Background: an optimization exercise with open tools, aiming at small area, a short achievable clock period and few clock cycles per item. Do not read the settings as production practice. RTL that was checked went through simulation tests only; none was proved equivalent to the original.

Design subbytes_pipe, start of the top module:
module subbytes_pipe #(
    parameter int NUM_BYTES = 16,
    parameter int LANE_W    = 8
) (
    input  logic                   clk_i,
    input  logic                   rst_ni,
    input  logic                   in_valid_i,
    output logic                   in_ready_o,
    input  logic [8*NUM_BYTES-1:0] in_data_i,
    input  logic                   inv_i,
    output logic                   out_valid_o,
    input  logic                   out_ready_i,
    output logic [8*NUM_BYTES-1:0] out_data_o,
    output logic                   busy_o
);
    if (LANE_W != 8) begin : g_bad_lane_w
        $error("subbytes_pipe: LANE_W must be 8");
    end
    if (NUM_BYTES < 1 || NUM_BYTES > 16) begin : g_bad_num_bytes
        $error("subbytes_pipe: NUM_BYTES must be in 1..16");
    end
    localparam int NB = NUM_BYTES;
    logic            adv;         
    logic            acc;         
    logic            inc;         
    logic            o_free;      
    logic            sp_valid;    
    logic [8*NB-1:0] sp_data;
    logic [8*NB-1:0] res;         
    logic [8*NB-1:0] o_new;       
    logic [8*NB-1:0] o_d;         
    logic            sp_valid_d;
    logic            o_valid_d;
    logic            v1;
    logic            inv1;
    logic [8*NB-1:0] b1_d, b1_q;
    logic            v2;
    logic            inv2;
    logic [8*NB-1:0] b2_d, b2_q;
    logic            busy_q;
    logic            rdy_q;       
    logic            ovn_q;       
    assign adv        = !sp_valid;
    assign in_ready_o = rdy_q;
    assign acc        = in_valid_i && rdy_q;
    assign inc        = adv && v2;
    assign o_free     = ovn_q || out_ready_i;
    assign busy_o     = busy_q;
    for (genvar k = 0; k < NB; k++) begin : g_lane
        sb_x_t u_x_t (.a(in_data_i[8*k +: 8]), .inv(inv_i), .b(b1_d[8*k +: 8]));
        sb_t_r u_t_r (.a(b1_q[8*k +: 8]), .inv(inv1), .b(b2_d[8*k +: 8]));
        sb_r_y u_r_y (.a(b2_q[8*k +: 8]), .inv(inv2), .b(res[8*k +: 8]));
  ...
Size: roughly 3,700 cells after synthesis, ~520 flip-flops, ~260 I/O pins, about 0.038 sq mm of cells after synthesis.
==> module subbytes_pipe, before the edit <==
module subbytes_pipe #(
    parameter int NUM_BYTES = 16,
    parameter int LANE_W    = 8
) (
    input  logic                   clk_i,
    input  logic                   rst_ni,
    input  logic                   in_valid_i,
    output logic                   in_ready_o,
    input  logic [8*NUM_BYTES-1:0] in_data_i,
    input  logic                   inv_i,
    output logic                   out_valid_o,
    input  logic                   out_ready_i,
    output logic [8*NUM_BYTES-1:0] out_data_o,
    output logic                   busy_o
);
    if (LANE_W != 8) begin : g_bad_lane_w
        $error("subbytes_pipe: LANE_W must be 8");
    end
    if (NUM_BYTES < 1 || NUM_BYTES > 16) begin : g_bad_num_bytes
        $error("subbytes_pipe: NUM_BYTES must be in 1..16");
    end
    localparam int NB = NUM_BYTES;
    logic            adv;         
    logic            acc;         
    logic            inc;         
    logic            o_free;      
    logic            sp_valid;    
    logic [8*NB-1:0] sp_data;
    logic [8*NB-1:0] res;         
    logic [8*NB-1:0] o_new;       
    logic [8*NB-1:0] o_d;         
    logic            sp_valid_d;
    logic            o_valid_d;
    logic            v1;
    logic            inv1;
    logic [8*NB-1:0] b1_d, b1_q;
    logic            v2;
    logic            inv2;
    logic [8*NB-1:0] b2_d, b2_q;
    logic            busy_q;
    logic            rdy_q;       
    logic            ovn_q;       
    assign adv        = !sp_valid;
    assign in_ready_o = rdy_q;
    assign acc        = in_valid_i && rdy_q;
    assign inc        = adv && v2;
    assign o_free     = ovn_q || out_ready_i;
    assign busy_o     = busy_q;
    for (genvar k = 0; k < NB; k++) begin : g_lane
        sb_x_t u_x_t (.a(in_data_i[8*k +: 8]), .inv(inv_i), .b(b1_d[8*k +: 8]));
        sb_t_r u_t_r (.a(b1_q[8*k +: 8]), .inv(inv1), .b(b2_d[8*k +: 8]));
        sb_r_y u_r_y (.a(b2_q[8*k +: 8]), .inv(inv2), .b(res[8*k +: 8]));
    end
    assign o_new = sp_valid ? sp_data : res;
    for (genvar j = 0; j < 8*NB; j++) begin : g_ohold
        g_mux2 u_ohold (.s(o_free), .a0(out_data_o[j]), .a1(o_new[j]), .y(o_d[j]));
    end
    assign o_valid_d  = o_free ? (sp_valid || inc) : 1'b1;
    assign sp_valid_d = o_free ? (sp_valid && inc) : (sp_valid || inc);
    always_ff @(posedge clk_i or negedge rst_ni) begin
        if (!rst_ni) begin
            rdy_q       <= 1'b0;
            ovn_q       <= 1'b1;
            busy_q      <= 1'b0;
            sp_valid    <= 1'b0;
            out_valid_o <= 1'b0;
            v1          <= 1'b0;
            v2          <= 1'b0;
        end else begin
            rdy_q       <= !sp_valid_d;
            ovn_q       <= !o_valid_d;
            sp_valid    <= sp_valid_d;
            out_valid_o <= o_valid_d;
            busy_q      <= o_valid_d || sp_valid_d || (adv ? (acc || v1) : (v1 || v2));
            if (adv) begin
                v1 <= acc;
                v2 <= v1;
            end
        end
    end
    always_ff @(posedge clk_i) begin
        if (adv) begin
            b1_q <= b1_d;
            inv1 <= inv_i;
            b2_q <= b2_d;
            inv2 <= inv1;
        end
        if (!sp_valid) sp_data <= res;
        out_data_o <= o_d;
    end
endmodule
Settings: LEC_CHECK=0, CAP_MARGIN=20, CORE_MARGIN=2, CORE_UTILIZATION=65, CTS_CLUSTER_DIAMETER=100, CTS_CLUSTER_SIZE=24, PLACE_DENSITY=0.75, SLEW_MARGIN=20, SYNTH_HIERARCHICAL=1, SYNTH_MINIMUM_KEEP_SIZE=0; clock period 13.0 ns.
standard.sh (not shown) runs the stock make flow with config.mk's settings and CLKGATE_MAP_FILE= SYNTH_SCRIPT=/design/flow/synth_recipe.tcl, a recipe that flattens the netlist after the stock synthesis.
==> flow/flow/run.sh <==
#!/bin/bash
export BUFFER_PORTS_ARGS="-buffer_cell sky130_fd_sc_hd__buf_2"
bash standard.sh finish SETUP_SLACK_MARGIN=${MARGIN:-9} > standard.log 2>&1
The first run finished with timing, DRC and antenna clean.
Next try:
--- a/flow/design.v
+++ b/flow/design.v
@@ -37,40 +37,35 @@
     logic            v2;
     logic            inv2;
     logic [8*NB-1:0] b2_d, b2_q;
     logic            busy_q;
     logic            rdy_q;       
-    logic            ovn_q;       
     assign adv        = !sp_valid;
     assign in_ready_o = rdy_q;
     assign acc        = in_valid_i && rdy_q;
     assign inc        = adv && v2;
-    assign o_free     = ovn_q || out_ready_i;
+    assign o_free     = !out_valid_o || out_ready_i;
     assign busy_o     = busy_q;
     for (genvar k = 0; k < NB; k++) begin : g_lane
         sb_x_t u_x_t (.a(in_data_i[8*k +: 8]), .inv(inv_i), .b(b1_d[8*k +: 8]));
         sb_t_r u_t_r (.a(b1_q[8*k +: 8]), .inv(inv1), .b(b2_d[8*k +: 8]));
         sb_r_y u_r_y (.a(b2_q[8*k +: 8]), .inv(inv2), .b(res[8*k +: 8]));
     end
     assign o_new = sp_valid ? sp_data : res;
-    for (genvar j = 0; j < 8*NB; j++) begin : g_ohold
-        g_mux2 u_ohold (.s(o_free), .a0(out_data_o[j]), .a1(o_new[j]), .y(o_d[j]));
-    end
+    assign o_d   = o_free ? o_new : out_data_o;
     assign o_valid_d  = o_free ? (sp_valid || inc) : 1'b1;
     assign sp_valid_d = o_free ? (sp_valid && inc) : (sp_valid || inc);
     always_ff @(posedge clk_i or negedge rst_ni) begin
         if (!rst_ni) begin
-            rdy_q       <= 1'b0;
-            ovn_q       <= 1'b1;
+            rdy_q       <= 1'b1;
             busy_q      <= 1'b0;
             sp_valid    <= 1'b0;
             out_valid_o <= 1'b0;
             v1          <= 1'b0;
             v2          <= 1'b0;
         end else begin
             rdy_q       <= !sp_valid_d;
-            ovn_q       <= !o_valid_d;
             sp_valid    <= sp_valid_d;
             out_valid_o <= o_valid_d;
             busy_q      <= o_valid_d || sp_valid_d || (adv ? (acc || v1) : (v1 || v2));
             if (adv) begin
                 v1 <= acc;
After rerunning: Via count falls by 3.0%; wire length drops by 3.3%; clock skew went up by 13 ps; cell area decreases by 1.7%; count of clock-buffer cells in the layout rises by 2; hold slack is better by 5.9 ps; synthesized cell count goes down by 3.5%; final cell count decreases by 3.3%; first-iteration DRC count grows by 2.3%; global-route usage drops by 0.50 points; worst setup slack gets better by 37 ps; die area drops by 1.6%.
Testbench counts after the change, summed over its fixed seeds: cycles 6,012, items 6,000.
The RTL of the first run of this note was laid out without a check of its function.

## re-timing with driven ports
The flow's constraints put no driver on any port. The routed layouts listed below were extracted and timed again, unchanged, in two steps. Step 1: set_driving_cell puts a clkbuf_16 on clk_i and a buf_2 on each other input, an assumption about the parent block. Step 2, shift: input delay + t, output delay - t, t = (earliest + latest rising clock arrival at the registers) / 2. This alone moves slack from input paths to output paths. a / b / c = ideal ports / drivers / drivers and shift; a / b = the first two.
run	t, ns	slack for setup (ns)	clock arrival spread, ns	cell pins on the clock port's net
the first run	0.658	9.084 / 9.113 / 8.455	0.020 / 0.020	1
the second run	0.654	9.121 / 9.062 / 8.496	0.032 / 0.032	1
After both steps every run listed still meets setup and hold. For the first run, which loses most, drivers alone change the setup slack by +0.029 ns; drivers and shift together by -0.629 ns.
